Context: an optimization exercise on an open-source flow, tuned for small area, a short achievable clock period and few clock cycles per item. The choices shown serve that exercise and are no tape-out recipe. Only simulation tests tie the RTL to the original design; equivalence was not proved. Power figures rest on the tool's default switching activity, not on a simulated workload.

==> 09-14 <==
// dense_neuron_mac
module dense_neuron_mac #(
  parameter int unsigned N     = nn_pkg::N,
  parameter int unsigned FRAC  = nn_pkg::FRAC,
  parameter int unsigned LEN_W = 9,
  parameter int unsigned ACC_W = 72
) (
  input  logic                    clk,
  input  logic                    rst,
  input  logic                    start,
  input  logic        [LEN_W-1:0] len,
  input  logic signed [N-1:0]     bias,
  input  logic                    relu_en,
  input  logic                    in_valid,
  output logic                    in_ready,
  input  logic signed [N-1:0]     x,
  input  logic signed [N-1:0]     w,
  output logic                    out_valid,
  input  logic                    out_ready,
  output logic signed [N-1:0]     out,
  output logic                    sat,
  output logic                    busy,
  output logic                    done
);
  logic             busy_q;
  logic             in_ready_q;
  logic             out_valid_q;
  logic             done_q;
  logic             relu_q;
  logic [LEN_W-1:0] count_q;
  logic             fin1_q;
  logic             fin2_q;
  logic [ACC_W-1:0] acc_s;
  logic [ACC_W-1:0] acc_c;
  logic [ACC_W-1:0] as_in;
  logic [ACC_W-1:0] ac_in;
  logic [ACC_W-1:0] tree_s;
  logic [ACC_W-1:0] tree_c;
  ...
==> flow/config.mk <==
export PLATFORM = sky130hd
export DESIGN_NAME = dense_neuron_mac
export DESIGN_NICKNAME = dense_neuron_mac
export VERILOG_FILES = /design/flow/design.v
export SDC_FILE = /design/flow/constraint.sdc
export NUM_CORES = 4
export LEC_CHECK = 0
export CAP_MARGIN = 20
export CORE_MARGIN = 2
export CORE_UTILIZATION = 45
export PLACE_DENSITY = 0.72
export SLEW_MARGIN = 20
==> flow/constraint.sdc <==
create_clock -name core_clock -period 12.0 [get_ports {clk}]
set_input_delay 2.4000 -clock core_clock [delete_from_list [all_inputs] [get_ports {clk}]]
set_output_delay 2.4000 -clock core_clock [all_outputs]
set_load 0.01 [all_outputs]
standard.sh (not shown) runs the stock make flow with config.mk's settings and CLKGATE_MAP_FILE= SYNTH_SCRIPT=/design/flow/synth_recipe.tcl, a recipe that flattens the netlist after the stock synthesis.
==> flow/flow/run.sh <==
#!/bin/bash
set -euo pipefail
bash standard.sh 'BUFFER_PORTS_ARGS=-buffer_cell sky130_fd_sc_hd__buf_2' SETUP_SLACK_MARGIN=8.6 TNS_END_PERCENT=0 SKIP_INCREMENTAL_REPAIR=1 SYNTH_ARGS=-noabc finish > flow_standard.log 2>&1
==> inputs of 05-26, as changes to 09-14 <==
==> flow/flow/run.sh (replaced) <==
#!/bin/bash
set -euo pipefail
bash standard.sh 'BUFFER_PORTS_ARGS=-buffer_cell sky130_fd_sc_hd__buf_2' SETUP_SLACK_MARGIN=7.8 TNS_END_PERCENT=0 SKIP_INCREMENTAL_REPAIR=1 SYNTH_ARGS=-noabc finish > flow_standard.log 2>&1
==> comparison <==
Of 09-14 and 05-26, 09-14 has the higher setup slack (gap 0.67 ns).
In synthesized cell count, 05-26 and 09-14 do not differ.
Between 05-26 and 09-14, the lower routed wire length is in 05-26 (gap 5.3%, measured against 09-14).
Sequential cell count is the same in 09-14 and 05-26.
Testbench counts of 09-14, summed over its fixed seeds: cycles 13,071, beats 11,791.
Testbench counts of 05-26, summed over its fixed seeds: cycles 13,071, beats 11,791.

==> zinc <==
Starting RTL as in the previous note.
==> flow/design.v (excerpt) <==
module dense_neuron_mac #(
  parameter int unsigned N     = nn_pkg::N,
  parameter int unsigned FRAC  = nn_pkg::FRAC,
  parameter int unsigned LEN_W = 9,
  parameter int unsigned ACC_W = 72
) (
  input  logic                    clk,
  input  logic                    rst,
  input  logic                    start,
  input  logic        [LEN_W-1:0] len,
  input  logic signed [N-1:0]     bias,
  input  logic                    relu_en,
  input  logic                    in_valid,
  output logic                    in_ready,
  input  logic signed [N-1:0]     x,
  input  logic signed [N-1:0]     w,
  output logic                    out_valid,
  input  logic                    out_ready,
  output logic signed [N-1:0]     out,
  output logic                    sat,
  output logic                    busy,
  output logic                    done
);
export LEC_CHECK = 0
export CAP_MARGIN = 20
export CORE_MARGIN = 2
export CORE_UTILIZATION = 45
export PLACE_DENSITY = 0.72
export SLEW_MARGIN = 20
create_clock -name core_clock -period 12.0 [get_ports {clk}]
==> flow/flow/run.sh <==
#!/bin/bash
set -euo pipefail
here=$(pwd)
bash standard.sh 'BUFFER_PORTS_ARGS=-buffer_cell sky130_fd_sc_hd__buf_2' SETUP_SLACK_MARGIN=8.6 TNS_END_PERCENT=0 SKIP_INCREMENTAL_REPAIR=1 SYNTH_ARGS=-noabc "PRE_RESIZE_TCL=$here/flow/pre_resize.tcl" finish > flow_standard.log 2>&1
==> flow/flow/pre_resize.tcl <==
set_max_fanout 16 [current_design]
==> nickel (differences from zinc) <==
==> flow/flow/run.sh (replaced) <==
#!/bin/bash
set -euo pipefail
bash standard.sh 'BUFFER_PORTS_ARGS=-buffer_cell sky130_fd_sc_hd__buf_2' SETUP_SLACK_MARGIN=8.6 TNS_END_PERCENT=5 SKIP_INCREMENTAL_REPAIR=1 SYNTH_ARGS=-noabc finish > flow_standard.log 2>&1
removed: flow/flow/pre_resize.tcl
==> xenon (differences from zinc) <==
==> flow/flow/run.sh (replaced) <==
#!/bin/bash
set -euo pipefail
bash standard.sh 'BUFFER_PORTS_ARGS=-buffer_cell sky130_fd_sc_hd__buf_2' SETUP_SLACK_MARGIN=8.3 TNS_END_PERCENT=0 SKIP_INCREMENTAL_REPAIR=1 SYNTH_ARGS=-noabc finish > flow_standard.log 2>&1
removed: flow/flow/pre_resize.tcl
==> violet (differences from zinc) <==
==> flow/flow/run.sh (replaced) <==
#!/bin/bash
set -euo pipefail
bash standard.sh 'BUFFER_PORTS_ARGS=-buffer_cell sky130_fd_sc_hd__buf_2' SETUP_SLACK_MARGIN=8.3 TNS_END_PERCENT=0 SKIP_INCREMENTAL_REPAIR=1 SYNTH_ARGS=-noabc finish > flow_standard.log 2>&1
- CAP_MARGIN: 20 -> 0
- CORE_UTILIZATION: 45 -> 50
- PLACE_DENSITY: 0.72 -> unset
- SLEW_MARGIN: 20 -> 0
removed: flow/flow/pre_resize.tcl
==> run notes <==
buffering overhead=9.49%; pwr dens=58.8 nW/um^2; number of cells on the critical path=9; worst path bufs/invs=1; status=no timing/DRC/antenna violations; met2 routed WL=between 50 and 60 mm; invs w/o clock=about 130
Source of the figures above: violet

==> run notes <==
status=no timing/DRC/antenna violations; register area=about 5700 sq um; number of cells on the critical path=11; invs w/o clock=about 130; met2 routed WL=approximately 50 mm; worst path bufs/invs=2; share of layout cells above drive strength 1=20.0%; pwr dens=56.3 nW/um^2
Source of the figures above: zinc

==> run notes <==
register bit total from synthesis=approximately 270; met2 routed WL=48.5 mm; die area=77800 sq um; status=no timing/DRC/antenna violations; worst path bufs/invs=1; pwr dens=58.0 nW/um^2; via count=27409; Period minus WS final=3960 ps
Source of the figures above: xenon

==> run notes <==
status=no timing/DRC/antenna violations; maxcap violations=0; buffering overhead=9.72%; pwr dens=55.7 nW/um^2; invs w/o clock=127; met2 routed WL=roughly 50 mm; number of cells on the critical path=11; worst path bufs/invs=1
Source of the figures above: nickel

Testbench counts of zinc, summed over its fixed seeds: cycles 13,071, beats 11,791.
Testbench counts of nickel, summed over its fixed seeds: cycles 13,071, beats 11,791.
Testbench counts of xenon, summed over its fixed seeds: cycles 13,071, beats 11,791.
Testbench counts of violet, summed over its fixed seeds: cycles 13,071, beats 11,791.

==> static timing again, ports no longer ideal <==
In the flow no input, the clock included, has a driving cell. The finished layouts below were timed again as built, in two steps.
Step 1 sets driving cells, clkbuf_16 on the clock port and buf_2 on the other inputs (assumed; they add their load-dependent delay and slew).
Step 2 times the ports against the registers' clock, not the clock port: input delays grow and output delays shrink by t, the midpoint of the rising clock arrivals with the driver on.
a / b / c = ideal ports / drivers / drivers and shift; a / b = the first two.
run	t (ns)	setup WS [ns]	worst setup path after step 2	clock arrival spread, ns	worst register clock-pin slew, ns
09-14	0.627	8.247 / 8.247 / 8.241	input to register	0.031 / 0.031	0.07 / 0.07
05-26	0.621	7.572 / 7.572 / 7.572	register to register	0.027 / 0.027	0.06 / 0.06
zinc	0.619	7.918 / 7.918 / 7.573	input to register	0.027 / 0.027	0.06 / 0.06
nickel	0.643	8.137 / 8.137 / 8.137	register to register	0.034 / 0.035	0.07 / 0.07
xenon	0.649	8.043 / 8.043 / 7.563	input to register	0.064 / 0.063	0.07 / 0.07
violet	0.633	8.145 / 8.145 / 7.623	input to register	0.022 / 0.021	0.06 / 0.06
After both steps setup and hold are still met in every run listed. The setup slack of violet, which loses most, moves by 0.000 ns with the drivers and by -0.522 ns with both steps.
